What follows belongs to an exercise in optimizing a design on an open flow for small area and a short achievable clock period; a production flow would make more cautious choices. RTL that was checked went through simulation tests only; none was proved equivalent to the original. No functional check of the RTL was part of runs 1 to 3. Power is estimated from default activity; no workload was simulated.

`flow/constraint.sdc`:
```
create_clock -name core_clock -period 8.0 [get_ports {clk}]
set_input_delay 1.6000 -clock core_clock [delete_from_list [all_inputs] [get_ports {clk}]]
set_output_delay 1.6000 -clock core_clock [all_outputs]
set_load 0.01 [all_outputs]
```
`flow/design.v`:
```
`default_nettype none
package fp16_pkg;
    typedef struct packed {
        logic       sign;
        logic [4:0] exp;         
        logic [9:0] frac;        
    } fp16_t;
    typedef struct packed {
        logic is_nan;
        logic is_inf;
        logic is_zero;
    } fp16_class_t;
endpackage
`default_nettype wire
`default_nettype none
package fma_pkg;
    typedef struct packed {
        logic       sign;
        logic [4:0] exp;
        logic [9:0] frac;
    } fp16_t;
    typedef struct packed {
        logic is_nan;
        logic is_inf;
        logic is_zero;
    } fp16_class_t;
    typedef enum logic [1:0] {PROD_NONE, PROD_NAN, PROD_INF, PROD_ZERO} prod_special_t;
    typedef enum logic [1:0] {SPEC_NAN, SPEC_INF, SPEC_PASS_C} special_kind_t;
    typedef struct packed {
        logic signed [6:0]     exp_sum;      
        logic                  sign;         
        logic [10:0]           sig_a;        
        logic [10:0]           sig_b;
        fp16_class_t           c_class;
        fp16_t                 c;
        prod_special_t         prod_special;
    } unpacked_t;
    typedef struct packed {
        logic signed [6:0] exp;              
        logic              sign;
        logic [47:0]       mag;              
        logic              special;
    } sum_t;
    typedef struct packed {
        logic [30:0]   pad;
        special_kind_t kind;
        logic [4:0]    exp;                  
        logic [9:0]    frac;
    } special_payload_t;
endpackage
`default_nettype wire
`default_nettype none
module fp16_unpack (
    input  logic [10:0] sig,
    output logic [3:0]  lz,
    output logic [9:0]  frac
);
    logic [10:0] norm;
    always_comb begin
        lz = '0;
        for (int i = 0; i < 11; i++) begin
            if (sig[i]) begin
                lz = 4'(10 - i);
            end
        end
        norm = sig << lz;
        frac = norm[9:0];
    end
endmodule
`default_nettype wire
module fma_mul_tree (
    input  logic [9:0]  fa,
    input  logic [9:0]  fb,
    output logic [21:0] r0,
    output logic [21:0] r1
);
    logic t1, t2, t3, t4, t5, t6, t7, t8, t9, t10, t11, t12, t13, t14, t15, t16, t17, t18, t19, t20, t21, t22, t23, t24, t25, t26, t27, t28, t29, t30, t31, t32, t33, t34, t35, t36, t37, t38, t39, t40, t41, t42, t43, t44, t45, t46, t47, t48, t49, t50, t51, t52, t53, t54, t55, t56, t57, t58, t59, t60, t61, t62, t63, t64, t65, t66, t67, t68, t69, t70, t71, t72, t73, t74, t75, t76, t77, t78, t79, t80, t81, t82, t83, t84, t85, t86, t87, t88, t89, t90, t91, t92, t93, t94, t95, t96, t97, t98, t99, t100, t101, t102, t103, t104, t105, t106, t107, t108, t109, t110, t111, t112, t113, t114, t115, t116, t117, t118, t119, t120, t121, t122, t123, t124, t125, t126, t127, t128, t129, t130, t131, t132, t133, t134, t135, t136, t137, t138, t139, t140, t141, t142, t143, t144, t145, t146, t147, t148, t149, t150, t151, t152, t153, t154, t155, t156, t157, t158, t159, t160, t161, t162, t163, t164, t165, t166, t167, t168, t169, t170, t171, t172, t173, t174, t175, t176, t177, t178, t179, t180;
    assign {t2, t1} = (fa[0] & fb[9]) + (fa[1] & fb[8]);
    assign {t4, t3} = (fa[1] & fb[9]) + (fa[2] & fb[8]) + (fa[3] & fb[7]);
    assign {t6, t5} = (fa[4] & fb[6]) + (fa[5] & fb[5]);
    assign {t8, t7} = (fa[2] & fb[9]) + (fa[3] & fb[8]) + (fa[4] & fb[7]);
    assign {t10, t9} = (fa[5] & fb[6]) + (fa[6] & fb[5]);
    assign {t12, t11} = (fa[3] & fb[9]) + (fa[4] & fb[8]) + (fa[5] & fb[7]);
    assign {t14, t13} = (fa[0] & fb[6]) + (fa[1] & fb[5]);
    assign {t16, t15} = (fa[0] & fb[7]) + (fa[1] & fb[6]) + (fa[2] & fb[5]);
    assign {t18, t17} = (fa[3] & fb[4]) + (fa[4] & fb[3]);
    assign {t20, t19} = (fa[0] & fb[8]) + (fa[1] & fb[7]) + (fa[2] & fb[6]);
    assign {t22, t21} = (fa[3] & fb[5]) + (fa[4] & fb[4]) + (fa[5] & fb[3]);
    assign {t24, t23} = (fa[6] & fb[2]) + (fa[7] & fb[1]);
    assign {t26, t25} = (fa[2] & fb[7]) + (fa[3] & fb[6]) + (fa[4] & fb[5]);
    assign {t28, t27} = (fa[5] & fb[4]) + (fa[6] & fb[3]) + (fa[7] & fb[2]);
    assign {t30, t29} = (fa[8] & fb[1]) + (fa[9] & fb[0]) + t1;
    assign {t32, t31} = (fa[6] & fb[4]) + (fa[7] & fb[3]) + (fa[8] & fb[2]);
    assign {t34, t33} = (fa[9] & fb[1]) + fa[0] + fb[0];
    assign {t36, t35} = t3 + t5 + t2;
    assign {t38, t37} = (fa[7] & fb[4]) + (fa[8] & fb[3]) + (fa[9] & fb[2]);
    assign {t40, t39} = fa[1] + fb[1] + t7;
    assign {t42, t41} = t9 + t4 + t6;
    assign {t44, t43} = (fa[6] & fb[6]) + (fa[7] & fb[5]) + (fa[8] & fb[4]);
    assign {t46, t45} = (fa[9] & fb[3]) + fa[2] + fb[2];
    assign {t48, t47} = t11 + t8 + t10;
    assign {t50, t49} = (fa[4] & fb[9]) + (fa[5] & fb[8]) + (fa[6] & fb[7]);
    assign {t52, t51} = (fa[7] & fb[6]) + (fa[8] & fb[5]) + (fa[9] & fb[4]);
    assign {t54, t53} = fa[3] + fb[3] + t12;
    assign {t56, t55} = (fa[5] & fb[9]) + (fa[6] & fb[8]) + (fa[7] & fb[7]);
    assign {t58, t57} = (fa[8] & fb[6]) + (fa[9] & fb[5]) + fa[4];
    assign {t60, t59} = (fa[6] & fb[9]) + (fa[7] & fb[8]) + (fa[8] & fb[7]);
    assign {t62, t61} = (fa[0] & fb[4]) + (fa[1] & fb[3]);
    assign {t64, t63} = (fa[0] & fb[5]) + (fa[1] & fb[4]) + (fa[2] & fb[3]);
    assign {t66, t65} = (fa[3] & fb[2]) + (fa[4] & fb[1]);
    assign {t68, t67} = (fa[2] & fb[4]) + (fa[3] & fb[3]) + (fa[4] & fb[2]);
    assign {t70, t69} = (fa[5] & fb[1]) + (fa[6] & fb[0]) + t13;
    assign {t72, t71} = (fa[5] & fb[2]) + (fa[6] & fb[1]) + (fa[7] & fb[0]);
    assign {t74, t73} = t15 + t17 + t14;
    assign {t76, t75} = (fa[8] & fb[0]) + t19 + t21;
    assign {t78, t77} = t23 + t16 + t18;
    assign {t80, t79} = t25 + t27 + t29;
    assign {t82, t81} = t20 + t22 + t24;
    assign {t84, t83} = t31 + t33 + t35;
    assign {t86, t85} = t26 + t28 + t30;
    assign {t88, t87} = t37 + t39 + t41;
    assign {t90, t89} = t32 + t34 + t36;
    assign {t92, t91} = t43 + t45 + t47;
    assign {t94, t93} = t38 + t40 + t42;
    assign {t96, t95} = t49 + t51 + t53;
    assign {t98, t97} = t44 + t46 + t48;
    assign {t100, t99} = fb[4] + t55 + t57;
    assign {t102, t101} = t50 + t52 + t54;
    assign {t104, t103} = (fa[9] & fb[6]) + fa[5] + fb[5];
    assign {t106, t105} = t59 + t56 + t58;
    assign {t108, t107} = (fa[7] & fb[9]) + (fa[8] & fb[8]) + (fa[9] & fb[7]);
    assign {t110, t109} = fa[6] + fb[6] + t60;
    assign {t112, t111} = (fa[8] & fb[9]) + (fa[9] & fb[8]) + fa[7];
    assign {t114, t113} = (fa[0] & fb[3]) + (fa[1] & fb[2]);
    assign {t116, t115} = (fa[2] & fb[2]) + (fa[3] & fb[1]) + (fa[4] & fb[0]);
    assign {t118, t117} = (fa[5] & fb[0]) + t63 + t65;
    assign {t120, t119} = t67 + t69 + t64;
    assign {t122, t121} = t71 + t73 + t68;
    assign {t124, t123} = t75 + t77 + t72;
    assign {t126, t125} = t79 + t81 + t76;
    assign {t128, t127} = t83 + t85 + t80;
    assign {t130, t129} = t87 + t89 + t84;
    assign {t132, t131} = t91 + t93 + t88;
    assign {t134, t133} = t95 + t97 + t92;
    assign {t136, t135} = t99 + t101 + t96;
    assign {t138, t137} = t103 + t105 + t100;
    assign {t140, t139} = t107 + t109 + t104;
    assign {t142, t141} = fb[7] + t111 + t108;
    assign {t144, t143} = (fa[9] & fb[9]) + fa[8] + fb[8];
    assign {t146, t145} = (fa[0] & fb[2]) + (fa[1] & fb[1]);
    assign {t148, t147} = (fa[2] & fb[1]) + (fa[3] & fb[0]) + t113;
    assign {t150, t149} = t61 + t115 + t114;
    assign {t152, t151} = t62 + t117 + t116;
    assign {t154, t153} = t66 + t119 + t118;
    assign {t156, t155} = t70 + t121 + t120;
    assign {t158, t157} = t74 + t123 + t122;
    assign {t160, t159} = t78 + t125 + t124;
    assign {t162, t161} = t82 + t127 + t126;
    assign {t164, t163} = t86 + t129 + t128;
    assign {t166, t165} = t90 + t131 + t130;
    assign {t168, t167} = t94 + t133 + t132;
    assign {t170, t169} = t98 + t135 + t134;
    assign {t172, t171} = t102 + t137 + t136;
    assign {t174, t173} = t106 + t139 + t138;
    assign {t176, t175} = t110 + t141 + t140;
    assign {t178, t177} = t112 + t143 + t142;
    assign {t180, t179} = fa[9] + fb[9] + t144;
    assign r0[0] = (fa[0] & fb[0]);
    assign r1[0] = '0;
    assign r0[1] = (fa[0] & fb[1]);
    assign r1[1] = (fa[1] & fb[0]);
    assign r0[2] = (fa[2] & fb[0]);
    assign r1[2] = t145;
    assign r0[3] = t147;
    assign r1[3] = t146;
    assign r0[4] = t149;
    assign r1[4] = t148;
    assign r0[5] = t151;
    assign r1[5] = t150;
    assign r0[6] = t153;
    assign r1[6] = t152;
    assign r0[7] = t155;
    assign r1[7] = t154;
    assign r0[8] = t157;
    assign r1[8] = t156;
    assign r0[9] = t159;
    assign r1[9] = t158;
    assign r0[10] = t161;
    assign r1[10] = t160;
    assign r0[11] = t163;
    assign r1[11] = t162;
    assign r0[12] = t165;
    assign r1[12] = t164;
    assign r0[13] = t167;
    assign r1[13] = t166;
    assign r0[14] = t169;
    assign r1[14] = t168;
    assign r0[15] = t171;
    assign r1[15] = t170;
    assign r0[16] = t173;
    assign r1[16] = t172;
    assign r0[17] = t175;
    assign r1[17] = t174;
    assign r0[18] = t177;
    assign r1[18] = t176;
    assign r0[19] = t179;
    assign r1[19] = t178;
    assign r0[20] = 1'b1;
    assign r1[20] = t180;
    assign r0[21] = '0;
    assign r1[21] = '0;
endmodule
`default_nettype none
module fma_normalize_pack (
    input  logic [25:0] x,
    output logic [4:0]  lead
);
    always_comb begin
        lead = '0;
        for (int i = 0; i < 26; i++) begin
            if (x[i]) begin
                lead = 5'(i);
            end
        end
    end
endmodule
`default_nettype wire
`timescale 1ns/1ns
`default_nettype none
module fp16_fma_top (
    input  logic        clk,
    input  logic        rst_n,
    input  logic        in_valid,
    input  logic [15:0] a,
    input  logic [15:0] b,
    input  logic [15:0] c,
    output logic [15:0] result,
    output logic        out_valid
);
    logic        a_sub, b_sub, c_sub;
    logic        a_nan, a_inf, a_zero, b_nan, b_inf, b_zero, c_nan, c_inf, c_zero;
    logic        prod_nan, prod_inf, prod_zero;
    logic [3:0]  lz_a, lz_b, lz_c;
    logic [9:0]  fa_n, fb_n, fc_n;
    logic [5:0]  xa, xb, xc;
    fp16_unpack u_na (.sig({~a_sub, a[9:0]}), .lz(lz_a), .frac(fa_n));
    fp16_unpack u_nb (.sig({~b_sub, b[9:0]}), .lz(lz_b), .frac(fb_n));
    fp16_unpack u_nc (.sig({~c_sub, c[9:0]}), .lz(lz_c), .frac(fc_n));
    always_comb begin
        a_sub  = a[14:10] == '0;
        b_sub  = b[14:10] == '0;
        c_sub  = c[14:10] == '0;
        a_nan  = (&a[14:10]) & (|a[9:0]);
        a_inf  = (&a[14:10]) & ~(|a[9:0]);
        a_zero = a_sub & ~(|a[9:0]);
        b_nan  = (&b[14:10]) & (|b[9:0]);
        b_inf  = (&b[14:10]) & ~(|b[9:0]);
        b_zero = b_sub & ~(|b[9:0]);
        c_nan  = (&c[14:10]) & (|c[9:0]);
        c_inf  = (&c[14:10]) & ~(|c[9:0]);
        c_zero = c_sub & ~(|c[9:0]);
        prod_nan  = a_nan | b_nan | (a_inf & b_zero) | (a_zero & b_inf);
        prod_inf  = ~prod_nan & (a_inf | b_inf);
        prod_zero = a_zero | b_zero;
        xa = a_sub ? 6'(6'd1 - 6'(lz_a)) : {1'b0, a[14:10]};
        xb = b_sub ? 6'(6'd1 - 6'(lz_b)) : {1'b0, b[14:10]};
        xc = c_sub ? 6'(6'd1 - 6'(lz_c)) : {1'b0, c[14:10]};
    end
    logic [9:0]  s2_fa, s2_fb, s2_fc;
    logic [5:0]  s2_xa, s2_xb, s2_xc;
    logic        s2_cz, s2_sp, s2_sc, s2_nan, s2_inf, s2_pc;
    always_ff @(posedge clk) begin
        s2_fa  <= fa_n;
        s2_fb  <= fb_n;
        s2_fc  <= fc_n;
        s2_xa  <= xa;
        s2_xb  <= xb;
        s2_xc  <= xc;
        s2_cz  <= c_zero;
        s2_sp  <= a[15] ^ b[15];
        s2_sc  <= c[15];
        s2_nan <= prod_nan | c_nan | (prod_inf & c_inf & (a[15] ^ b[15] ^ c[15]));
        s2_inf <= prod_inf;
        s2_pc  <= c_inf | prod_zero;
    end
    logic [21:0] t_r0, t_r1;
    logic [7:0]  d;
    fma_mul_tree u_tree (.fa(s2_fa), .fb(s2_fb), .r0(t_r0), .r1(t_r1));
    always_comb begin
        d = 8'(signed'(s2_xa)) + 8'(signed'(s2_xb)) - 8'd14 - 8'(signed'(s2_xc));
    end
    logic [21:0] s3_r0, s3_r1;
    logic [9:0]  s3_fc;
    logic [7:0]  s3_d;
    logic [5:0]  s3_xc;
    logic        s3_cz, s3_sp, s3_sc, s3_nan, s3_inf, s3_pc;
    always_ff @(posedge clk) begin
        s3_r0  <= t_r0;
        s3_r1  <= t_r1;
        s3_fc  <= s2_fc;
        s3_d   <= d;
        s3_xc  <= s2_xc;
        s3_cz  <= s2_cz;
        s3_sp  <= s2_sp;
        s3_sc  <= s2_sc;
        s3_nan <= s2_nan;
        s3_inf <= s2_inf;
        s3_pc  <= s2_pc;
    end
    logic [21:0]       prod;
    logic signed [7:0] sd;
    logic [7:0]        ad;
    logic [4:0]        shc, sidx;
    logic [6:0]        ep;
    always_comb begin
        prod = s3_r0 + s3_r1;
        sd   = signed'(s3_d);
        ad   = (sd >= 1) ? 8'(sd + 8'sd1) : 8'(8'sd1 - sd);
        shc  = (ad > 8'd25) ? 5'd25 : ad[4:0];
        sidx = (ad > 8'd25) ? 5'd22 : 5'(ad[4:0] - 5'd3);
        ep   = 7'(signed'(s3_xc)) + 7'(s3_d);
    end
    logic [21:0] s4_prod;
    logic [9:0]  s4_fc;
    logic [4:0]  s4_shc, s4_sidx;
    logic [6:0]  s4_ep;
    logic [5:0]  s4_xc;
    logic        s4_dgt1, s4_deq1, s4_deq0, s4_st_en0, s4_st_en1;
    logic        s4_cz, s4_sp, s4_sc, s4_nan, s4_inf, s4_pc;
    always_ff @(posedge clk) begin
        s4_prod   <= prod;
        s4_fc     <= s3_fc;
        s4_shc    <= shc;
        s4_sidx   <= sidx;
        s4_ep     <= ep;
        s4_xc     <= s3_xc;
        s4_dgt1   <= sd > 8'sd1;
        s4_deq1   <= sd == 8'sd1;
        s4_deq0   <= sd == 8'sd0;
        s4_st_en0 <= ((sd >= 8'sd2) & (sd <= 8'sd47)) | ((sd <= -8'sd2) & (sd >= -8'sd45));
        s4_st_en1 <= ((sd >= 8'sd2) & (sd <= 8'sd46)) | ((sd <= -8'sd2) & (sd >= -8'sd46));
        s4_cz     <= s3_cz;
        s4_sp     <= s3_sp;
        s4_sc     <= s3_sc;
        s4_nan    <= s3_nan;
        s4_inf    <= s3_inf;
        s4_pc     <= s3_pc;
    end
    logic        p21, mant_ge, pb, st_en;
    logic [9:0]  pm;
    logic [21:0] c_frame, big;
    logic [22:0] sml;
    logic [4:0]  shamt;
    always_comb begin
        p21     = s4_prod[21];
        pm      = p21 ? s4_prod[20:11] : s4_prod[19:10];
        mant_ge = pm >= s4_fc;
        pb      = ~s4_pc & (s4_cz | s4_dgt1 | (s4_deq1 & (p21 | mant_ge)) |
                            (s4_deq0 & p21 & mant_ge));
        st_en   = p21 ? s4_st_en1 : s4_st_en0;
        c_frame = s4_cz ? 22'b0 : {1'b1, s4_fc, 11'b0};
        big     = pb ? s4_prod : c_frame;
        if (s4_pc) begin
            sml = '0;
        end else if (pb) begin
            sml = {c_frame, 1'b0};
        end else begin
            sml = {s4_prod, 1'b0};
        end
        shamt   = s4_deq1 ? {2'b0, pb, 1'b0} : s4_shc;
    end
    logic [21:0] s5_big;
    logic [22:0] s5_sml;
    logic [4:0]  s5_shamt, s5_sidx;
    logic        s5_st_en;
    logic [6:0]  s5_e;
    logic        s5_sign, s5_sub, s5_nan, s5_inf;
    always_ff @(posedge clk) begin
        s5_big   <= big;
        s5_sml   <= sml;
        s5_shamt <= shamt;
        s5_sidx  <= s4_sidx;
        s5_st_en <= st_en;
        s5_e     <= pb ? s4_ep : 7'(signed'(s4_xc));
        s5_sign  <= (s4_inf | pb) ? s4_sp : s4_sc;
        s5_sub   <= ~s4_pc & (s4_sp ^ s4_sc);
        s5_nan   <= s4_nan;
        s5_inf   <= s4_inf;
    end
    logic [22:0] po;
    logic [24:0] s_win;
    logic        sticky;
    always_comb begin
        s_win  = {s5_sml, 2'b0} >> s5_shamt;
        po[0]  = s5_sml[0];
        for (int k = 1; k < 23; k++) begin
            po[k] = po[k-1] | s5_sml[k];
        end
        sticky = s5_st_en & po[s5_sidx];
    end
    logic [21:0] s6_big;
    logic [25:0] s6_small;
    logic [6:0]  s6_e;
    logic        s6_sign, s6_sub, s6_nan, s6_inf;
    always_ff @(posedge clk) begin
        s6_big   <= s5_big;
        s6_small <= {s_win, sticky} ^ {26{s5_sub}};
        s6_e     <= s5_e;
        s6_sign  <= s5_sign;
        s6_sub   <= s5_sub;
        s6_nan   <= s5_nan;
        s6_inf   <= s5_inf;
    end
    logic [25:0] fsum;
    always_comb begin
        fsum = {1'b0, s6_big, 3'b0} + s6_small + 26'(s6_sub);
    end
    logic [25:0] s7_f;
    logic [6:0]  s7_e;
    logic        s7_sign, s7_sub, s7_nan, s7_inf;
    always_ff @(posedge clk) begin
        s7_f    <= fsum;
        s7_e    <= s6_e;
        s7_sign <= s6_sign;
        s7_sub  <= s6_sub;
        s7_nan  <= s6_nan;
        s7_inf  <= s6_inf;
    end
    logic [4:0]        lead;
    logic signed [7:0] en;
    logic signed [7:0] sube, lim_sub, lim_ovf;
    logic [25:0]       above_sub, from_ovf;
    logic              ovf, subn, fzero;
    logic [5:0]        nsh;
    logic [4:0]        exp_r;
    fma_normalize_pack u_lead (.x(s7_f), .lead(lead));
    always_comb begin
        lim_sub = signed'(8'd24 - 8'(signed'(s7_e)));
        lim_ovf = signed'(8'd55 - 8'(signed'(s7_e)));
        for (int i = 0; i < 26; i++) begin
            above_sub[i] = signed'(8'(i)) > lim_sub;
            from_ovf[i]  = signed'(8'(i)) >= lim_ovf;
        end
        subn  = ~|(s7_f & above_sub);
        ovf   = |(s7_f & from_ovf);
        en    = signed'(8'(signed'(s7_e)) + 8'(lead) - 8'd24);
        fzero = s7_f == '0;
        sube  = signed'(8'd25 - 8'(signed'(s7_e)));
        nsh   = subn ? ((sube > 8'sd36) ? 6'd36 : sube[5:0]) : 6'(lead);
        exp_r = (subn | fzero) ? 5'd0 : en[4:0];
    end
    logic [25:0] s8_f;
    logic [5:0]  s8_nsh;
    logic [4:0]  s8_exp;
    logic        s8_sign, s8_ovf, s8_nan;
    always_ff @(posedge clk) begin
        s8_f    <= s7_f;
        s8_nsh  <= nsh;
        s8_exp  <= exp_r;
        s8_sign <= s7_inf ? s7_sign : (s7_sign & ~(fzero & s7_sub));
        s8_ovf  <= s7_inf | (ovf & ~fzero);
        s8_nan  <= s7_nan;
    end
    logic [35:0] win;
    logic [15:0] packed_res;
    always_comb begin
        win = {s8_f, 10'b0} >> s8_nsh;
        if (s8_nan) begin
            packed_res = 16'h7e00;
        end else if (s8_ovf) begin
            packed_res = {s8_sign, 5'h1f, 10'b0};
        end else begin
            packed_res = {s8_sign, s8_exp, win[9:0]};
        end
    end
    always_ff @(posedge clk) begin
        result <= packed_res;
    end
    logic [7:0] vld;
    always_ff @(posedge clk or negedge rst_n) begin
        if (!rst_n) begin
            vld <= '0;
        end else begin
            vld <= {vld[6:0], in_valid};
        end
    end
    assign out_valid = vld[7];
endmodule
`default_nettype wire
```
`flow/config.mk`:
```
export PLATFORM = sky130hd
export DESIGN_NAME = fp16_fma_top
export DESIGN_NICKNAME = fp16_fma_top
export VERILOG_FILES = /design/flow/design.v
export SDC_FILE = /design/flow/constraint.sdc
export NUM_CORES = 4
export LEC_CHECK = 0
export CAP_MARGIN = 20
export CORE_MARGIN = 2
export CORE_UTILIZATION = 65
export PLACE_DENSITY = 0.75
export SETUP_SLACK_MARGIN = 5.0
export SLEW_MARGIN = 20
```
`flow/run.sh`:
```
#!/bin/bash
# synth_recipe.tcl (not shown) runs the flow's synth.tcl, then flattens the netlist and writes it again
# the make line also repeats each setting of config.mk as NAME=value (left out here)
make -C /OpenROAD-flow-scripts/flow DESIGN_CONFIG=/design/flow/config.mk WORK_HOME=/design/flow/orfs CLKGATE_MAP_FILE= SYNTH_SCRIPT=/design/flow/synth_recipe.tcl finish
```
==> results.tsv, run 1 <==
stage	metric	value	unit
setup_path	cpPeakStageDelay	550	ps
detailed_routing	drtIter0Drc	1118	
clocking	cts_tree	built	
timing	rsz0062_at_grt	true	
placed_design	dpl.hpwl	38800	um
pwr	power_leakage	11.4	nW
layout	final_util	77.4	%
die	top_level_ports	68	
synth	synthArstFlopShare	1.92	%
run	max_cap_viol_count	0	
global_routing	overflow	0	
detailed_routing	ant_nets	0	
pwr	power.density	402	mW/mm^2
setup_path	slowest_stage	fa_1	
synth	synth.area.mux_share	8.64	%
pwr	worst_ir_drop_vdd	0.228	mV
detailed_routing	drt_wl_total	54600	um
placed_design	port_buffers	67	
synth	synthCells	2265	
clocking	numCtsBuffers	43	
timing	worst_pin_slew	978	ps
timing	max_slew_margin	34.7	%
clocking	root_buffer	clkbuf_16	
pwr	p_comb_share	46.5	%
clocking	cts.sinks	416	
synth	synthAdderAreaFrac	14.8	%
setup_path	path_class	reg -> reg	
timing	period_needed	3180	ps
setup_path	crit_top_cell	fa_1	
synth	synth-xor-area-share	4.20	%
timing	fmax	314	MHz
layout	layout_commonest_cell	dfxtp_1	
clocking	h-tree-depth	2	
setup_path	end_kind	flip-flop	
synth	ys_types	97	
global_routing	first_global_vias	17200	
global_routing	grtUsageTotal	30.5	%
worst_hold_path	worstHoldPathCells	0	
layout	syn2layout_area_growth	18.0	%
placed_design	gp_congestion	1.03	
detailed_routing	vias	17200	
pwr	clkPwrFrac	19.9	%
synth	synth_top_family_by_area	adder cells	
status	status	timing/DRC/antenna clean	
global_routing	grt_pass1_wl	86600	um
timing	slew_viol_final	0	
pwr	power_switching	4.10	mW
layout	drive_above_1_share	18.2	%
pwr	p_int	6.26	mW
detailed_routing	drc	0	
setup_path	r2r_end	s3_r0[10]	
timing	fin_setup_tns	0	ps
synth	syn_area_per_cell	9.64	um^2
die	start_util	65.6	%
detailed_routing	routedWlPerCell	19.0	um
setup_path	crit_fanout	6	
clocking	postCtsHoldBufs	0	
timing	setup_viol	0	
synth	ys.flop_type	dfxtp_1	
setup_path	cp.required	8420	ps
pwr	p_sw_share	39.6	%
synth	seq_area_frac_synth	38.3	%
worst_hold_path	hp-start	s2_fc[3]	
worst_hold_path	min_to	s3_fc[3]	
timing	finalClockSkew	14.1	ps
synth	synthSimpleGateAreaFrac	14.5	%
setup_path	reg2reg_slack	4820	ps
detailed_routing	firstDrtPassIters	5	
setup_path	r2r.worst_path.cells	9	
die	dieArea	0.0351	mm^2
clocking	clockBufferDepth	3	
worst_hold_path	min_path_type	reg -> reg	
synth	syn_area	0.0218	mm^2
layout	final_cell_mix	377 x dfxtp_1, 185 x inv_1, 180 x nor2_1	
synth	synth-seq-cells	416	
timing	fin_crit_sh	39.8	%
setup_path	start_kind	flip-flop	
pwr	finalPower	10.4	mW
synth	ys_warn_count	3	
clocking	clkTransAtPathRegs	60	ps
die	row_count	67	
clocking	clk-insertion-delay-late	540	ps
die	die_h	187	um
synth	syn_nets	2521	
setup_path	crit_chain	inv_8 > nor2_4 > fa_1 > fa_1 > inv_2 > fa_1 > inv_2 > fa_1 > fa_1	
timing	holdWs	324	ps
timing	finalHoldViolCount	0	
die	core_area	0.0333	mm^2
synth	synth_compound_area_share	14.6	%
setup_path	critical_path_arrival	3600	ps
die	die_x	187	um
layout	nets	2653	
global_routing	grt_max_degree	36	
pwr	seqPwrFrac	33.6	%
detailed_routing	vias_per_cell	5.98	
global_routing	antenna_found_initial	2	
setup_path	r2r_start	s2_fa[3]	
synth	synth-edff-count	0	
==> layout make-up <==
class | count | area [um^2]
clock buffer | 66 | 1330
fill | 2214 | 7510
inverter | 204 | 802
timing repair buffer | 161 | 1360
clock inverter | 11 | 174
multi-input combinational | 1571 | 13100
tap | 448 | 561
sequential | 416 | 8450
antenna | 2 | 5.00
==> worst max-delay path, delay by kind of cell (launching register included) <==
family	cells	cell delay (ps)
fa+ha+maj	5	2400
buf+inv	3	140
flops	1	420
simple gates	1	100
==> cells by family (layout without fill, tap and decap cells) <==
logic type,after synthesis,count (layout)
xor gates and xnor gates,100,100
and+or+nand+nor,637,637
DFF,416,416
other,0,2
muxes,157,157
AOI/OAI and AO/OA,470,472
buffers and inverters,280,442
adders and majority gates,205,205
==> registers in the layout, indices dropped and copies added (netlist names), 10 cells and up <==
register	count
s3_fc	10
s4_fc	10
s7_f	26
s3_r1	20
s4_prod	22
s3_r0	20
s6_small	26
result	16
s6_big	22
s2_fa	10
s2_fb	10
s8_f	26
s5_sml	22
s5_big	22
s2_fc	10
==> cells in the mapped netlist, drive strengths merged (15+ instances only) <==
master	instances	area share, %
nand2b	24	0.70
nand4	15	0.50
buf	27	0.58
nor3	38	0.92
nor4	18	0.54
o22ai	21	0.60
clkbuf	49	0.84
o21ai	77	1.8
a21oi	146	3.5
a21o	33	1.1
nand3	33	0.76
a211oi	26	0.89
mux4	20	2.1
dfxtp	408	37
fa	89	8.2
ha	116	6.6
inv	204	3.5
nand2	132	2.3
xor2	35	1.4
mux2	53	2.7
and2	101	2.9
mux2i	84	3.8
xnor2	65	2.8
nor2b	28	0.81
nor2	196	3.4
==> power by group through the flow <==
stage / registers, mW / clock network [mW] / logic [mW]
5_1_grt: 3.54 / 2.18 / 5.29
2_1_floorplan: 3.12 / 0 / 3.58
6_report: 3.48 / 2.06 / 4.82
3_3_place_gp: 3.48 / 0 / 4.27
3_5_place_dp: 3.50 / 0 / 4.36
4_1_cts: 3.44 / 2.10 / 4.59
==> worst max path at each step <==
stage | start | endpoint | slack (ps) | cells after the start
floorplan | a[14] | s2_xa[3] | 4710 | 6
CTS | s2_fa[3] | s3_r0[12] | 4840 | 9
global placement | a[0] | s2_xa[3] | 4020 | 7
detailed placement | b[3] | s2_nan | 3940 | 10
global route | s2_fa[2] | s3_r0[10] | 4760 | 8
finish | s2_fa[3] | s3_r0[10] | 4820 | 9
==> metrics by stage <==
| step | worst slack, ps | cell area [um^2] | instances |
|---|---|---|---|
| after CTS | 4840 | 25200 | 2846 |
| after detailed placement | 3940 | 23100 | 2712 |
| after floorplan | 4710 | 22100 | 2265 |
| after global routing | 4760 | 25800 | 2879 |
| after global placement | 4020 | 23100 | 2712 |
| final | 4820 | 25800 | 2879 |
==> per-layer routing <==
| layer | track usage, % | up-vias | wire length, um |
|---|---|---|---|
| li1 | - | 8117 | - |
| met3 | 4.67 | 228 | 3230 |
| met1 | 33.6 | 8130 | 20400 |
| met2 | 56.1 | 728 | 27800 |
| met5 | 0 | - | 0 |
| met4 | 16.5 | 0 | 3150 |
==> repair_timing <==
| action | in CTS | in global routing |
|---|---|---|
| hold endpoints to repair | 0 | 0 |
| pin swaps | 35 | 52 |
| gates resized for setup | 125 | 142 |
| cloned | 1 | 1 |
| setup buffers | 56 | 30 |
| setup endpoints to repair | 128 | 95 |
==> run 2, diff against run 1 <==
--- a/flow/config.mk
+++ b/flow/config.mk
@@ -9,5 +9,5 @@
 export CORE_MARGIN = 2
 export CORE_UTILIZATION = 65
 export PLACE_DENSITY = 0.75
-export SETUP_SLACK_MARGIN = 5.0
+export SETUP_SLACK_MARGIN = 4.8
 export SLEW_MARGIN = 20
==> run 2 against run 1 <==
Effect of this change: still clean; register-to-register slack lost 150 ps; first-iteration DRC count down 5.5%; cell count decreased by 0.76%; via count shrank 1.9%; worst hold slack got worse by 17 ps; sequential share of layout area rose by 0.45 points; maximum frequency shrank 4.6%; largest power group unchanged.
==> results.tsv, run 2 <==
stage	metric	value	unit
detailed_routing	firstDrtPassIters	5	
synth	syn_nets	2521	
run	max_cap_viol_count	0	
synth	synth-seq-cells	416	
clocking	numCtsBuffers	43	
placed_design	gp_congestion	0.998	
layout	nets	2633	
pwr	power.density	404	mW/mm^2
clocking	root_buffer	clkbuf_16	
layout	drive_above_1_share	14.6	%
timing	rsz0062_at_grt	true	
die	die_x	187	um
clocking	clk-insertion-delay-late	550	ps
setup_path	start_kind	flip-flop	
detailed_routing	routedWlPerCell	18.9	um
layout	num-fill-cells	2361	
global_routing	grt_pass1_wl	85400	um
synth	synthTopCellsByArea	dfxtp_1 37%, fa_1 8.2%, ha_1 6.6%	
synth	synthCells	2265	
die	core_area	0.0333	mm^2
synth	ys.flop_type	dfxtp_1	
synth	syn_area	0.0218	mm^2
layout	layout_commonest_cell	dfxtp_1	
setup_path	path_class	reg -> reg	
clocking	clockBufferDepth	3	
synth	ys_types	97	
global_routing	first_global_vias	16900	
die	start_util	65.6	%
setup_path	path_buf_inv	3	
placed_design	dpl.hpwl	39200	um
detailed_routing	ant_nets	0	
setup_path	crit_top_cell	fa_2	
timing	max_slew_margin	32.2	%
timing	setup_viol	0	
pwr	finalPower	10.2	mW
global_routing	overflow	0	
timing	fin_setup_tns	0	ps
synth	synth-edff-count	0	
setup_path	cp.required	8410	ps
synth	ys_top_cells_by_count	408 x dfxtp_1, 200 x inv_1, 195 x nor2_1	
detailed_routing	vias	16900	
global_routing	grt_max_degree	36	
clocking	cts.sinks	416	
setup_path	cp_top_family	adder cells	
layout	largestRegisters	s6_small: 26 flops, s7_f: 26 flops, s8_f: 26 flops	
timing	worst_pin_slew	1020	ps
worst_hold_path	min_path_type	reg -> reg	
setup_path	cpPeakStageDelay	550	ps
die	dieArea	0.0351	mm^2
setup_path	crit_fanout	4	
die	row_count	67	
timing	finalHoldViolCount	0	
pwr	power_leakage	11.2	nW
synth	synthArstFlopShare	1.92	%
status	status	timing/DRC/antenna clean	
detailed_routing	drc	0	
clocking	h-tree-depth	2	
timing	finalClockSkew	23.5	ps
setup_path	crit_chain	buf_4 > and2_4 > fa_2 > fa_1 > inv_1 > fa_1 > inv_2 > fa_2 > fa_2	
detailed_routing	drt_wl_total	53900	um
timing	slew_viol_final	0	
setup_path	end_kind	flip-flop	
clocking	clkTransAtPathRegs	60	ps
detailed_routing	drtIter0Drc	1057	
die	top_level_ports	68	
synth	ys_warn_count	3	
die	die_h	187	um
clocking	cts_tree	built	
synth	synth_top_cell_area_share	37.4	%
setup_path	critical_path_arrival	3740	ps
timing	fmax	300	MHz
timing	period_needed	3340	ps
synth	yosysTopAreaCell	dfxtp_1	
synth	synth_most_common_cell	dfxtp_1	
synth	seq_area_frac_synth	38.3	%
detailed_routing	vias_per_cell	5.91	
placed_design	port_buffers	67	
layout	final_cell_mix	390 x dfxtp_1, 186 x nor2_1, 186 x inv_1	
setup_path	slowest_stage	fa_2	
layout	syn2layout_area_growth	15.9	%
timing	fin_crit_sh	41.7	%
clocking	postCtsHoldBufs	0	
global_routing	grtUsageTotal	30.2	%
synth	syn_area_per_cell	9.64	um^2
global_routing	antenna_found_initial	1	
pwr	worst_ir_drop_vdd	0.227	mV
[run 2: per-layer routing]
metal  part of all wire [%]  GRT usage [%]  vias to the layer above
li1                       -              -                     8079
met1                     38           33.7                     7983
met2                     51           55.2                      587
met3                    5.1           4.56                      222
met4                    5.7           16.5                        0
met5                      0              0                        -
[run 2: worst register-to-register path, stage by stage (launching register included)]
cell and delay, ps:
dfxtp_4 380, buf_4 160, and2_4 160, fa_2 440, fa_1 490, inv_1 50, fa_1 490, inv_2 50
fa_2 560, fa_2 440
[run 2: power by group]
group	switching (mW)	leakage [nW]	internal, mW
Sequential	0.709	3.51	2.78
Combinational	2.56	6.97	2.14
Clock	0.804	0.702	1.23
[run 2: repair_timing]
item	CTS	global route
gates resized for setup	80	68
pin swaps	12	37
endpoints found under the setup margin	80	57
setup buffers	25	39
gates cloned	1	3
[run 2: final cells by class]
type	count	area, um^2	area share, %
sequential	416	8420	33.3
clock buffer	54	1170	4.61
timing repair buffer	139	1230	4.86
clock inverter	22	288	1.14
multi-input combinational	1573	12800	50.7
antenna	1	2.50	0.00988
inverter	204	805	3.18
tap	448	561	2.21
[run 2: metrics by stage]
stage | std cells | setup slack, ps | hold slack (ps) | utilization, % | instance area [um^2]
finish | 2857 | 4660 | 306 | 76.1 | 25300
CTS | 2814 | 4670 | 308 | 74.4 | 24800
floorplan | 2265 | 4710 | 310 | - | 21900
detailed placement | 2712 | 3970 | 312 | 68.8 | 22900
global route | 2857 | 4610 | 312 | 76.1 | 25300
global placement | 2712 | 4010 | 310 | 68.8 | 22900
[run 2: cell families after synthesis]
family / after synthesis / synth area share, %
AOI/OAI and AO/OA: 470 / 14.6
xor gates and xnor gates: 100 / 4.20
adders and majority gates: 205 / 14.8
buffers and inverters: 280 / 4.93
DFF: 416 / 38.3
muxes: 157 / 8.64
and+or+nand+nor: 637 / 14.5
[run 2: path summary, 6_finish.rpt]
| check | from | end | depth (start not counted) | slack, ps |
|---|---|---|---|---|
| min reg2reg | s2_sc | s3_sc | 0 | 310 |
| min in group asynchronous | rst_n | vld[1] | 1 | 1310 |
| min | s2_sc | s3_sc | 0 | 310 |
| max | s2_fb[8] | s3_r0[10] | 9 | 4660 |
| max reg2reg | s2_fb[8] | s3_r0[10] | 9 | 4660 |
| max in group asynchronous | rst_n | vld[4] | 1 | 6450 |
==> run 3, diff against run 2 <==
--- a/flow/design.v
+++ b/flow/design.v
@@ -51,20 +51,22 @@
 `default_nettype wire
 `default_nettype none
 module fp16_unpack (
-    input  logic [10:0] sig,
+    input  logic [9:0]  f,
     output logic [3:0]  lz,
     output logic [9:0]  frac
 );
-    logic [10:0] norm;
+    logic [10:0] sig, s8, s4, s2, s1;
     always_comb begin
-        lz = '0;
-        for (int i = 0; i < 11; i++) begin
-            if (sig[i]) begin
-                lz = 4'(10 - i);
-            end
-        end
-        norm = sig << lz;
-        frac = norm[9:0];
+        sig   = {1'b0, f};
+        lz[3] = ~|sig[10:3];
+        s8    = lz[3] ? {sig[2:0], 8'b0} : sig;
+        lz[2] = ~|s8[10:7];
+        s4    = lz[2] ? {s8[6:0], 4'b0} : s8;
+        lz[1] = ~|s4[10:9];
+        s2    = lz[1] ? {s4[8:0], 2'b0} : s4;
+        lz[0] = ~s2[10];
+        s1    = lz[0] ? {s2[9:0], 1'b0} : s2;
+        frac  = s1[9:0];
     end
 endmodule
 `default_nettype wire
@@ -241,11 +243,11 @@
     logic        a_nan, a_inf, a_zero, b_nan, b_inf, b_zero, c_nan, c_inf, c_zero;
     logic        prod_nan, prod_inf, prod_zero;
     logic [3:0]  lz_a, lz_b, lz_c;
-    logic [9:0]  fa_n, fb_n, fc_n;
+    logic [9:0]  fa_s, fb_s, fc_s, fa_n, fb_n, fc_n;
     logic [5:0]  xa, xb, xc;
-    fp16_unpack u_na (.sig({~a_sub, a[9:0]}), .lz(lz_a), .frac(fa_n));
-    fp16_unpack u_nb (.sig({~b_sub, b[9:0]}), .lz(lz_b), .frac(fb_n));
-    fp16_unpack u_nc (.sig({~c_sub, c[9:0]}), .lz(lz_c), .frac(fc_n));
+    fp16_unpack u_na (.f(a[9:0]), .lz(lz_a), .frac(fa_s));
+    fp16_unpack u_nb (.f(b[9:0]), .lz(lz_b), .frac(fb_s));
+    fp16_unpack u_nc (.f(c[9:0]), .lz(lz_c), .frac(fc_s));
     always_comb begin
         a_sub  = a[14:10] == '0;
         b_sub  = b[14:10] == '0;
@@ -262,6 +264,9 @@
         prod_nan  = a_nan | b_nan | (a_inf & b_zero) | (a_zero & b_inf);
         prod_inf  = ~prod_nan & (a_inf | b_inf);
         prod_zero = a_zero | b_zero;
+        fa_n = a_sub ? fa_s : a[9:0];
+        fb_n = b_sub ? fb_s : b[9:0];
+        fc_n = c_sub ? fc_s : c[9:0];
         xa = a_sub ? 6'(6'd1 - 6'(lz_a)) : {1'b0, a[14:10]};
         xb = b_sub ? 6'(6'd1 - 6'(lz_b)) : {1'b0, b[14:10]};
         xc = c_sub ? 6'(6'd1 - 6'(lz_c)) : {1'b0, c[14:10]};
@@ -311,20 +316,20 @@
     logic signed [7:0] sd;
     logic [7:0]        ad;
     logic [4:0]        shc, sidx;
-    logic [6:0]        ep;
+    logic [6:0]        lp, lc;
     always_comb begin
         prod = s3_r0 + s3_r1;
         sd   = signed'(s3_d);
         ad   = (sd >= 1) ? 8'(sd + 8'sd1) : 8'(8'sd1 - sd);
         shc  = (ad > 8'd25) ? 5'd25 : ad[4:0];
         sidx = (ad > 8'd25) ? 5'd22 : 5'(ad[4:0] - 5'd3);
-        ep   = 7'(signed'(s3_xc)) + 7'(s3_d);
+        lc   = 7'd24 - 7'(signed'(s3_xc));
+        lp   = lc - 7'(s3_d);
     end
     logic [21:0] s4_prod;
     logic [9:0]  s4_fc;
     logic [4:0]  s4_shc, s4_sidx;
-    logic [6:0]  s4_ep;
-    logic [5:0]  s4_xc;
+    logic [6:0]  s4_lp, s4_lc;
     logic        s4_dgt1, s4_deq1, s4_deq0, s4_st_en0, s4_st_en1;
     logic        s4_cz, s4_sp, s4_sc, s4_nan, s4_inf, s4_pc;
     always_ff @(posedge clk) begin
@@ -332,8 +337,8 @@
         s4_fc     <= s3_fc;
         s4_shc    <= shc;
         s4_sidx   <= sidx;
-        s4_ep     <= ep;
-        s4_xc     <= s3_xc;
+        s4_lp     <= lp;
+        s4_lc     <= lc;
         s4_dgt1   <= sd > 8'sd1;
         s4_deq1   <= sd == 8'sd1;
         s4_deq0   <= sd == 8'sd0;
@@ -381,7 +386,7 @@
         s5_shamt <= shamt;
         s5_sidx  <= s4_sidx;
         s5_st_en <= st_en;
-        s5_e     <= pb ? s4_ep : 7'(signed'(s4_xc));
+        s5_e     <= pb ? s4_lp : s4_lc;
         s5_sign  <= (s4_inf | pb) ? s4_sp : s4_sc;
         s5_sub   <= ~s4_pc & (s4_sp ^ s4_sc);
         s5_nan   <= s4_nan;
@@ -428,24 +433,23 @@
     end
     logic [4:0]        lead;
     logic signed [7:0] en;
-    logic signed [7:0] sube, lim_sub, lim_ovf;
+    logic signed [7:0] sube, lim_sub;
     logic [25:0]       above_sub, from_ovf;
     logic              ovf, subn, fzero;
     logic [5:0]        nsh;
     logic [4:0]        exp_r;
     fma_normalize_pack u_lead (.x(s7_f), .lead(lead));
     always_comb begin
-        lim_sub = signed'(8'd24 - 8'(signed'(s7_e)));
-        lim_ovf = signed'(8'd55 - 8'(signed'(s7_e)));
+        lim_sub = signed'(s7_e) + 8'sd0;
         for (int i = 0; i < 26; i++) begin
             above_sub[i] = signed'(8'(i)) > lim_sub;
-            from_ovf[i]  = signed'(8'(i)) >= lim_ovf;
+            from_ovf[i]  = signed'(8'(i - 31)) >= lim_sub;
         end
         subn  = ~|(s7_f & above_sub);
         ovf   = |(s7_f & from_ovf);
-        en    = signed'(8'(signed'(s7_e)) + 8'(lead) - 8'd24);
+        en    = signed'(8'(lead) - 8'(signed'(s7_e)));
         fzero = s7_f == '0;
-        sube  = signed'(8'd25 - 8'(signed'(s7_e)));
+        sube  = lim_sub + 8'sd1;
         nsh   = subn ? ((sube > 8'sd36) ? 6'd36 : sube[5:0]) : 6'(lead);
         exp_r = (subn | fzero) ? 5'd0 : en[4:0];
     end
==> run 3 against run 2 <==
Effect of this change: global-route usage rose by 1.6 points; worst hold slack improved by 7.3 ps; largest power group unchanged; cell count fell by 1.2%; critical path type unchanged.
==> results.tsv, run 3 <==
stage	metric	value	unit
clocking	clkTransAtPathRegs	70	ps
layout	final_cell_mix	393 x dfxtp_1, 164 x inv_1, 159 x nor2_1	
timing	worst_pin_slew	1020	ps
setup_path	path_buf_inv	3	
pwr	power_leakage	10.9	nW
placed_design	dp_slack	3490	ps
timing	finalClockSkew	18.8	ps
layout	largestRegisters	s6_small: 26 flops, s7_f: 26 flops, s8_f: 26 flops	
synth	synth_top_cell_area_share	37.8	%
layout	diodes	0	
layout	num-fill-cells	2254	
setup_path	path_class	reg -> reg	
clocking	postCtsHoldBufs	0	
layout	stdcell_count	2822	
global_routing	antenna_found_initial	1	
setup_path	crit_chain	inv_4 > nor2_4 > fa_1 > fa_1 > inv_2 > fa_1 > inv_1 > fa_1 > fa_2	
die	top_level_ports	68	
placed_design	dp.cells	2706	
worst_hold_path	hp-start	s4_nan	
timing	setup_ws	4750	ps
timing	slew_viol_final	0	
detailed_routing	ant_nets	0	
setup_path	start_kind	flip-flop	
layout	syn2layout_area_growth	14.1	%
detailed_routing	drtIter0Drc	1506	
synth	synth-seq-cells	417	
timing	max_slew_margin	31.6	%
synth	syn_area_per_cell	9.51	um^2
global_routing	grt_max_degree	34	
global_routing	first_global_vias	17100	
timing	setup_viol	0	
timing	finalHoldViolCount	0	
synth	seq_area_frac_synth	38.7	%
setup_path	end_kind	flip-flop	
run	max_cap_viol_count	0	
setup_path	cp_top_family	adder cells	
layout	fin_area	0.0247	mm^2
synth	syn_nets	2523	
worst_hold_path	min_path_type	reg -> reg	
timing	fin_setup_tns	0	ps
detailed_routing	routedWlPerCell	20.0	um
detailed_routing	drt_wl_total	56300	um
die	start_util	66.3	%
detailed_routing	drc	0	
synth	synth_most_common_cell	dfxtp_1	
detailed_routing	firstDrtPassIters	6	
die	core_area	0.0327	mm^2
synth	synthTopCellsByArea	dfxtp_1 38%, fa_1 8.2%, ha_1 6.0%	
timing	holdWs	313	ps
pwr	worst_ir_drop_vdd	0.221	mV
die	dieArea	0.0348	mm^2
die	die_x	187	um
synth	ys.flop_type	dfxtp_1	
setup_path	cpPeakStageDelay	540	ps
placed_design	gp_congestion	0.941	
timing	fin_crit_sh	40.7	%
layout	drive_above_1_share	12.4	%
clocking	root_buffer	clkbuf_16	
layout	layout_commonest_cell	dfxtp_1	
placed_design	port_buffers	67	
placed_design	dpl.hpwl	41200	um
clocking	h-tree-depth	2	
clocking	cts.sinks	417	
setup_path	r2r_start	s2_fb[9]	
synth	syn_area	0.0217	mm^2
detailed_routing	vias_per_cell	6.07	
synth	yosysTopAreaCell	dfxtp_1	
detailed_routing	vias	17100	
clocking	clockBufferDepth	3	
die	row_count	66	
synth	ys_warn_count	3	
synth	synthCells	2279	
pwr	power.density	402	mW/mm^2
status	status	timing/DRC/antenna clean	
synth	synth-edff-count	0	
clocking	numCtsBuffers	43	
synth	synthArstFlopShare	1.92	%
global_routing	grtUsageTotal	31.8	%
setup_path	crit_top_cell	fa_1	
setup_path	cp.required	8410	ps
global_routing	grt_pass1_wl	89700	um
placed_design	placed_area	0.0227	mm^2
timing	rsz0062_at_grt	true	
layout	nets	2589	
clocking	clk-insertion-delay-late	550	ps
timing	fmax	307	MHz
synth	ys_top_cells_by_count	409 x dfxtp_1, 178 x inv_1, 165 x nor2_1	
global_routing	overflow	0	
setup_path	crit_start	s2_fb[9]	
synth	ys_types	86	
clocking	cts_tree	built	
setup_path	crit_fanout	5	
die	die_h	187	um
setup_path	slowest_stage	fa_1	
setup_path	critical_path_arrival	3660	ps
timing	period_needed	3250	ps
run 3: path summary, 6_finish.rpt:
check / slack, ps / cells after the start / end
max: 4750 / 9 / s3_r0[10]
min: 310 / 0 / s5_nan
max reg2reg: 4750 / 9 / s3_r0[10]
min reg2reg: 310 / 0 / s5_nan
max in group asynchronous: 6440 / 1 / vld[1]
min in group asynchronous: 1320 / 1 / vld[3]
run 3: report_power, final:
group,switching (mW),internal (mW),leakage [nW],total [mW]
clock network,0.851,1.16,0.703,2.01
registers,0.715,2.80,3.52,3.51
logic,2.47,1.96,6.64,4.43
total,4.03,5.92,10.9,9.95
run 3: cell type report:
cell class	instances	area (um^2)	share of cell area (%)
Timing Repair Buffer	114	1050	4.26
Multi-Input combinational cell	1585	12500	50.7
Tap cell	442	553	2.24
Inverter	184	718	2.90
Sequential cell	417	8430	34.1
Clock inverter	26	268	1.08
Clock buffer	54	1180	4.76
run 3: stage by stage:
step                      utilization, %  power (mW)
after floorplan                        -        6.49
after global placement              69.4        7.61
after detailed placement            69.4        7.74
after CTS                           75.0        9.85
after global routing                75.7        10.6
final                               75.7        9.95
run 3: per-layer routing:
layer	GRT usage, %	up-vias	share of wire [%]
li1	-	8029	-
met1	37.9	8175	39
met2	56.7	736	50
met3	4.12	196	6.2
met4	15.1	2	5.0
met5	0	-	0.023
run 3: cell families (layout without fill, tap and decap cells):
group,after synthesis,in the layout,share of synthesized area [%]
buf+inv,277,378,4.88
flops,417,417,38.7
compound gates,488,488,14.4
xor+xnor,99,99,4.00
simple gates,640,640,14.9
mux,165,165,8.96
fa+ha+maj,193,193,14.2
run 3: repair_timing:
action | in CTS | in global routing
buffers inserted | 24 | 12
resized for setup | 62 | 42
endpoints found under the setup margin | 64 | 55
pin swaps | 21 | 20
==> run 4, diff against run 3 <==
--- a/flow/design.v
+++ b/flow/design.v
@@ -312,94 +312,89 @@
         s3_inf <= s2_inf;
         s3_pc  <= s2_pc;
     end
-    logic [21:0]       prod;
-    logic signed [7:0] sd;
-    logic [7:0]        ad;
-    logic [4:0]        shc, sidx;
-    logic [6:0]        lp, lc;
+    logic [21:0] prod;
     always_comb begin
         prod = s3_r0 + s3_r1;
-        sd   = signed'(s3_d);
-        ad   = (sd >= 1) ? 8'(sd + 8'sd1) : 8'(8'sd1 - sd);
-        shc  = (ad > 8'd25) ? 5'd25 : ad[4:0];
-        sidx = (ad > 8'd25) ? 5'd22 : 5'(ad[4:0] - 5'd3);
-        lc   = 7'd24 - 7'(signed'(s3_xc));
-        lp   = lc - 7'(s3_d);
     end
     logic [21:0] s4_prod;
     logic [9:0]  s4_fc;
-    logic [4:0]  s4_shc, s4_sidx;
-    logic [6:0]  s4_lp, s4_lc;
-    logic        s4_dgt1, s4_deq1, s4_deq0, s4_st_en0, s4_st_en1;
+    logic [7:0]  s4_d;
+    logic [5:0]  s4_xc;
     logic        s4_cz, s4_sp, s4_sc, s4_nan, s4_inf, s4_pc;
     always_ff @(posedge clk) begin
-        s4_prod   <= prod;
-        s4_fc     <= s3_fc;
-        s4_shc    <= shc;
-        s4_sidx   <= sidx;
-        s4_lp     <= lp;
-        s4_lc     <= lc;
-        s4_dgt1   <= sd > 8'sd1;
-        s4_deq1   <= sd == 8'sd1;
-        s4_deq0   <= sd == 8'sd0;
-        s4_st_en0 <= ((sd >= 8'sd2) & (sd <= 8'sd47)) | ((sd <= -8'sd2) & (sd >= -8'sd45));
-        s4_st_en1 <= ((sd >= 8'sd2) & (sd <= 8'sd46)) | ((sd <= -8'sd2) & (sd >= -8'sd46));
-        s4_cz     <= s3_cz;
-        s4_sp     <= s3_sp;
-        s4_sc     <= s3_sc;
-        s4_nan    <= s3_nan;
-        s4_inf    <= s3_inf;
-        s4_pc     <= s3_pc;
+        s4_prod <= prod;
+        s4_fc   <= s3_fc;
+        s4_d    <= s3_d;
+        s4_xc   <= s3_xc;
+        s4_cz   <= s3_cz;
+        s4_sp   <= s3_sp;
+        s4_sc   <= s3_sc;
+        s4_nan  <= s3_nan;
+        s4_inf  <= s3_inf;
+        s4_pc   <= s3_pc;
     end
-    logic        p21, mant_ge, pb, st_en;
-    logic [9:0]  pm;
-    logic [21:0] c_frame, big;
-    logic [22:0] sml;
-    logic [4:0]  shamt;
+    logic signed [7:0] sd;
+    logic [7:0]        ad;
+    logic [4:0]        shc, sidx, shamt;
+    logic [6:0]        lp, lc;
+    logic              p21, mant_ge, pb, st_en;
+    logic [9:0]        pm;
     always_comb begin
+        sd      = signed'(s4_d);
         p21     = s4_prod[21];
         pm      = p21 ? s4_prod[20:11] : s4_prod[19:10];
         mant_ge = pm >= s4_fc;
-        pb      = ~s4_pc & (s4_cz | s4_dgt1 | (s4_deq1 & (p21 | mant_ge)) |
-                            (s4_deq0 & p21 & mant_ge));
-        st_en   = p21 ? s4_st_en1 : s4_st_en0;
-        c_frame = s4_cz ? 22'b0 : {1'b1, s4_fc, 11'b0};
-        big     = pb ? s4_prod : c_frame;
-        if (s4_pc) begin
-            sml = '0;
-        end else if (pb) begin
-            sml = {c_frame, 1'b0};
-        end else begin
-            sml = {s4_prod, 1'b0};
-        end
-        shamt   = s4_deq1 ? {2'b0, pb, 1'b0} : s4_shc;
+        pb      = ~s4_pc & (s4_cz | (sd > 8'sd1) | ((sd == 8'sd1) & (p21 | mant_ge)) |
+                            ((sd == 8'sd0) & p21 & mant_ge));
+        ad      = (sd >= 1) ? 8'(sd + 8'sd1) : 8'(8'sd1 - sd);
+        shc     = (ad > 8'd25) ? 5'd25 : ad[4:0];
+        sidx    = (ad > 8'd25) ? 5'd22 : 5'(ad[4:0] - 5'd3);
+        shamt   = (sd == 8'sd1) ? {2'b0, pb, 1'b0} : shc;
+        st_en   = p21 ? (((sd >= 8'sd2) & (sd <= 8'sd46)) | ((sd <= -8'sd2) & (sd >= -8'sd46)))
+                      : (((sd >= 8'sd2) & (sd <= 8'sd47)) | ((sd <= -8'sd2) & (sd >= -8'sd45)));
+        lc      = 7'd24 - 7'(signed'(s4_xc));
+        lp      = lc - 7'(s4_d);
     end
-    logic [21:0] s5_big;
-    logic [22:0] s5_sml;
+    logic [21:0] s5_prod;
+    logic [9:0]  s5_fc;
     logic [4:0]  s5_shamt, s5_sidx;
-    logic        s5_st_en;
+    logic        s5_pb, s5_st_en, s5_cz, s5_pc;
     logic [6:0]  s5_e;
     logic        s5_sign, s5_sub, s5_nan, s5_inf;
     always_ff @(posedge clk) begin
-        s5_big   <= big;
-        s5_sml   <= sml;
+        s5_prod  <= s4_prod;
+        s5_fc    <= s4_fc;
         s5_shamt <= shamt;
-        s5_sidx  <= s4_sidx;
+        s5_sidx  <= sidx;
+        s5_pb    <= pb;
         s5_st_en <= st_en;
-        s5_e     <= pb ? s4_lp : s4_lc;
+        s5_cz    <= s4_cz;
+        s5_pc    <= s4_pc;
+        s5_e     <= pb ? lp : lc;
         s5_sign  <= (s4_inf | pb) ? s4_sp : s4_sc;
         s5_sub   <= ~s4_pc & (s4_sp ^ s4_sc);
         s5_nan   <= s4_nan;
         s5_inf   <= s4_inf;
     end
+    logic [21:0] c_frame, big;
+    logic [22:0] sml;
     logic [22:0] po;
     logic [24:0] s_win;
     logic        sticky;
     always_comb begin
-        s_win  = {s5_sml, 2'b0} >> s5_shamt;
-        po[0]  = s5_sml[0];
+        c_frame = s5_cz ? 22'b0 : {1'b1, s5_fc, 11'b0};
+        big     = s5_pb ? s5_prod : c_frame;
+        if (s5_pc) begin
+            sml = '0;
+        end else if (s5_pb) begin
+            sml = {c_frame, 1'b0};
+        end else begin
+            sml = {s5_prod, 1'b0};
+        end
+        s_win  = {sml, 2'b0} >> s5_shamt;
+        po[0]  = sml[0];
         for (int k = 1; k < 23; k++) begin
-            po[k] = po[k-1] | s5_sml[k];
+            po[k] = po[k-1] | sml[k];
         end
         sticky = s5_st_en & po[s5_sidx];
     end
@@ -408,7 +403,7 @@
     logic [6:0]  s6_e;
     logic        s6_sign, s6_sub, s6_nan, s6_inf;
     always_ff @(posedge clk) begin
-        s6_big   <= s5_big;
+        s6_big   <= big;
         s6_small <= {s_win, sticky} ^ {26{s5_sub}};
         s6_e     <= s5_e;
         s6_sign  <= s5_sign;
--- a/flow/config.mk
+++ b/flow/config.mk
@@ -9,5 +9,5 @@
 export CORE_MARGIN = 2
 export CORE_UTILIZATION = 65
 export PLACE_DENSITY = 0.75
-export SETUP_SLACK_MARGIN = 4.8
+export SETUP_SLACK_MARGIN = 5.0
 export SLEW_MARGIN = 20
==> run 4 against run 3 <==
Effect of this change: sequential share of layout area decreased by 1.4 points; combinational power decreased by 4%; setup slack got worse by 10 ps; maximum frequency decreased by 0.31%; critical endpoint unchanged; non-clock buffer count increased by 29; clock skew increased by 6.2 ps; largest cell class unchanged; clock power about the same; global-route usage increased by 0.32 points; sequential power decreased by 9.1%.
==> results.tsv, run 4 <==
stage	metric	value	unit
global_routing	grt_max_degree	60	
global_routing	grtUsageTotal	32.1	%
die	core_area	0.0317	mm^2
detailed_routing	drc	0	
pwr	p_int	5.67	mW
setup_path	reg2reg_slack	4740	ps
global_routing	antenna_found_initial	0	
die	top_level_ports	68	
synth	synth_top_cell_area_share	36.6	%
global_routing	overflow	0	
clocking	cts_tree	built	
synth	ys.flop_type	dfxtp_1	
layout	final_cell_mix	356 x dfxtp_1, 168 x nand2_1, 156 x inv_1	
die	die_x	184	um
clocking	clkTransAtPathRegs	70	ps
layout	syn2layout_area_growth	15.8	%
setup_path	start_kind	flip-flop	
setup_path	cp.required	8410	ps
die	row_count	65	
synth	synthSimpleGateAreaFrac	15.4	%
setup_path	cp_top_family	adder cells	
detailed_routing	ant_nets	0	
timing	finalHoldViolCount	0	
clocking	numCtsBuffers	41	
layout	drive_above_1_share	16.7	%
pwr	p_sw_share	40.0	%
setup_path	r2r_start	s2_fa[3]	
setup_path	end_kind	flip-flop	
detailed_routing	drtIter0Drc	1328	
pwr	clkPwrFrac	21.1	%
timing	fmax	307	MHz
detailed_routing	drt_wl_total	54100	um
worst_hold_path	min_to	s4_xc[1]	
synth	syn_nets	2504	
pwr	power_switching	3.78	mW
synth	ys_top_cells_by_count	385 x dfxtp_1, 178 x inv_1, 170 x nand2_1	
placed_design	dpl.hpwl	39100	um
timing	rsz0062_at_grt	true	
synth	ys_types	86	
synth	synthAdderAreaFrac	14.7	%
detailed_routing	routedWlPerCell	19.4	um
synth	synth-seq-cells	393	
die	dieArea	0.0339	mm^2
pwr	power.density	388	mW/mm^2
timing	finalClockSkew	25.1	ps
synth	synthTopCellsByArea	dfxtp_1 37%, fa_1 8.5%, ha_1 6.2%	
timing	fin_crit_sh	40.8	%
pwr	finalPower	9.46	mW
setup_path	cpPeakStageDelay	530	ps
synth	syn_area_per_cell	9.33	um^2
setup_path	crit_top_cell	fa_1	
pwr	p_comb_share	45.1	%
worst_hold_path	worstHoldPathCells	0	
timing	period_needed	3260	ps
run	max_cap_viol_count	0	
clocking	h-tree-depth	2	
global_routing	first_global_vias	16800	
synth	synth_compound_area_share	15.3	%
setup_path	crit_fanout	6	
clocking	clk-insertion-delay-late	550	ps
synth	yosysTopAreaCell	dfxtp_1	
timing	setup_viol	0	
layout	largestRegisters	s6_small: 26 flops, s7_f: 26 flops, s8_f: 26 flops	
clocking	cts.sinks	393	
synth	synth-xor-area-share	4.24	%
layout	nets	2597	
die	die_h	184	um
layout	diodes	0	
synth	synth-edff-count	0	
pwr	power_leakage	10.8	nW
synth	synthArstFlopShare	2.04	%
clocking	root_buffer	clkbuf_16	
synth	synth.area.mux_share	7.73	%
status	status	timing/DRC/antenna clean	
clocking	clockBufferDepth	3	
setup_path	path_buf_inv	3	
pwr	seqPwrFrac	33.7	%
detailed_routing	firstDrtPassIters	7	
detailed_routing	vias	17000	
pwr	worst_ir_drop_vdd	0.250	mV
timing	slew_viol_final	0	
placed_design	gp_congestion	0.924	
synth	synth_top_family_by_area	simple AND/OR/NAND/NOR gates	
worst_hold_path	hp-start	s3_xc[1]	
placed_design	port_buffers	67	
timing	worst_pin_slew	923	ps
synth	seq_area_frac_synth	37.5	%
setup_path	r2r_end	s3_r0[10]	
die	start_util	66.4	%
synth	ys_warn_count	3	
setup_path	slowest_stage	fa_1	
global_routing	grt_pass1_wl	86500	um
synth	synth_most_common_cell	dfxtp_1	
layout	layout_commonest_cell	dfxtp_1	
timing	max_slew_margin	38.4	%
synth	syn_area	0.0211	mm^2
detailed_routing	vias_per_cell	6.10	
worst_hold_path	min_path_type	reg -> reg	
setup_path	critical_path_arrival	3680	ps
setup_path	path_class	reg -> reg	
setup_path	crit_chain	inv_8 > nor2_4 > fa_1 > fa_1 > inv_1 > fa_1 > inv_1 > fa_1 > fa_2	
timing	fin_setup_tns	0	ps
setup_path	r2r.worst_path.cells	9	
synth	synthCells	2259	
[run 4: changes by cell type in the layout (fill, tap and decap cells not counted), moves of 9 or more]
cell             before  now
and2_1               97   87
buf_4                42   75
clkbuf_2              0   11
clkdlybuf4s50_1      54   22
dfxtp_1             393  356
dlygate4sd2_1         8   21
mux2_2               50   41
mux2i_1              95   67
nand2_1             135  168
nand2b_1             13   40
nor2_1              159  146
o21ai_0              95  110
[run 4: worst max path at each step]
stage	end	cells past startpoint	start	slack, ps
final	s3_r0[10]	9	s2_fa[3]	4740
after global routing	s3_r0[10]	9	s2_fa[3]	4660
after CTS	s3_r0[10]	9	s2_fa[3]	4720
after detailed placement	s2_fa[4]	9	a[3]	3630
after global placement	s2_fa[4]	8	a[9]	3640
after floorplan	s2_fa[4]	10	a[9]	4630
[run 4: layout make-up]
type | instances | area [um^2]
flip-flops and latches | 393 | 7990
clock buffers | 48 | 1080
multi-input cells | 1588 | 12600
repair buffers | 143 | 1160
well taps | 402 | 503
clock inverters | 27 | 349
inverters | 185 | 736
fillers | 2151 | 7320
[run 4: layer usage]
| layer | global-route usage (%) | vias up | part of all wire (%) |
|---|---|---|---|
| li1 | - | 8003 | - |
| met1 | 39.1 | 8110 | 39 |
| met2 | 57.0 | 712 | 50 |
| met3 | 3.96 | 171 | 6.3 |
| met4 | 14.4 | 0 | 4.6 |
| met5 | 0 | - | 0 |
[run 4: cell families (layout without fill, tap and decap cells)]
family	after synthesis	in the layout
adders and majority gates	194	194
AOI/OAI and AO/OA	505	506
xor gates and xnor gates	102	102
DFF	393	393
buffers and inverters	280	403
muxes	130	130
and+or+nand+nor	655	656
[run 4: through the flow]
| stage | hold slack (ps) | instance area, um^2 | utilization [%] | cells | setup WS [ps] |
|---|---|---|---|---|---|
| final | 322 | 24400 | 76.9 | 2786 | 4740 |
| after floorplan | 310 | 21400 | - | 2259 | 4630 |
| after global placement | 310 | 22200 | 69.8 | 2643 | 3640 |
| after CTS | 325 | 24100 | 75.9 | 2753 | 4720 |
| after detailed placement | 312 | 22200 | 69.8 | 2643 | 3630 |
| after global routing | 329 | 24400 | 76.9 | 2786 | 4660 |
[run 4: what timing repair did]
action                     CTS  global route
gates cloned                 1             1
hold buffers                 0             0
setup endpoints to repair   83            62
pin swaps                   32            41
setup buffers               34            32
resized for setup          132            89
[run 4: power groups by stage]
stage	Clock, mW	Sequential (mW)	Combinational (mW)
floorplan	0	2.91	3.17
global placement	0	3.19	3.84
detailed placement	0	3.21	3.97
CTS	2.02	3.17	4.10
global route	2.10	3.25	4.71
finish	2.00	3.19	4.27
[run 4: worst register-to-register path, delay by kind of cell, from the launching register on]
| kind | cells | cell delay (ps) |
|---|---|---|
| and+or+nand+nor | 1 | 100 |
| buffers and inverters | 3 | 190 |
| adders and majority gates | 5 | 2410 |
| DFF | 1 | 440 |

==> re-timing with driven ports <==
In the flow no input, the clock included, has a driving cell. The finished layouts below were timed again as built, in two steps.
Step 1, drivers: a clkbuf_16 drives clk and a buf_2 each remaining input, both assumed.
Step 2 adds t to the input delays and takes it off the output delays; t is the mean of the earliest and latest rising clock arrival at the registers after step 1. Input paths then give back, and output paths get back, about the clock's delay inside the block.
Three values: ideal ports, drivers, drivers and shift; two values: the first two.
run	t (ns)	setup WS [ns]	latest minus earliest clock arrival (ns)	slew at the worst register clock pin (ns)	pins driven straight from the clock port
run 1	0.589	4.815 / 4.815 / 4.444	0.020 / 0.020	0.06 / 0.06	1
run 2	0.588	4.663 / 4.663 / 4.263	0.023 / 0.024	0.06 / 0.06	1
run 3	0.598	4.748 / 4.748 / 4.232	0.019 / 0.020	0.07 / 0.07	1
run 4	0.594	4.738 / 4.738 / 4.444	0.030 / 0.030	0.07 / 0.07	1
After both steps setup and hold are still met in every run listed. The setup slack of run 3, which loses most, moves by 0.000 ns with the drivers and by -0.516 ns with both steps.
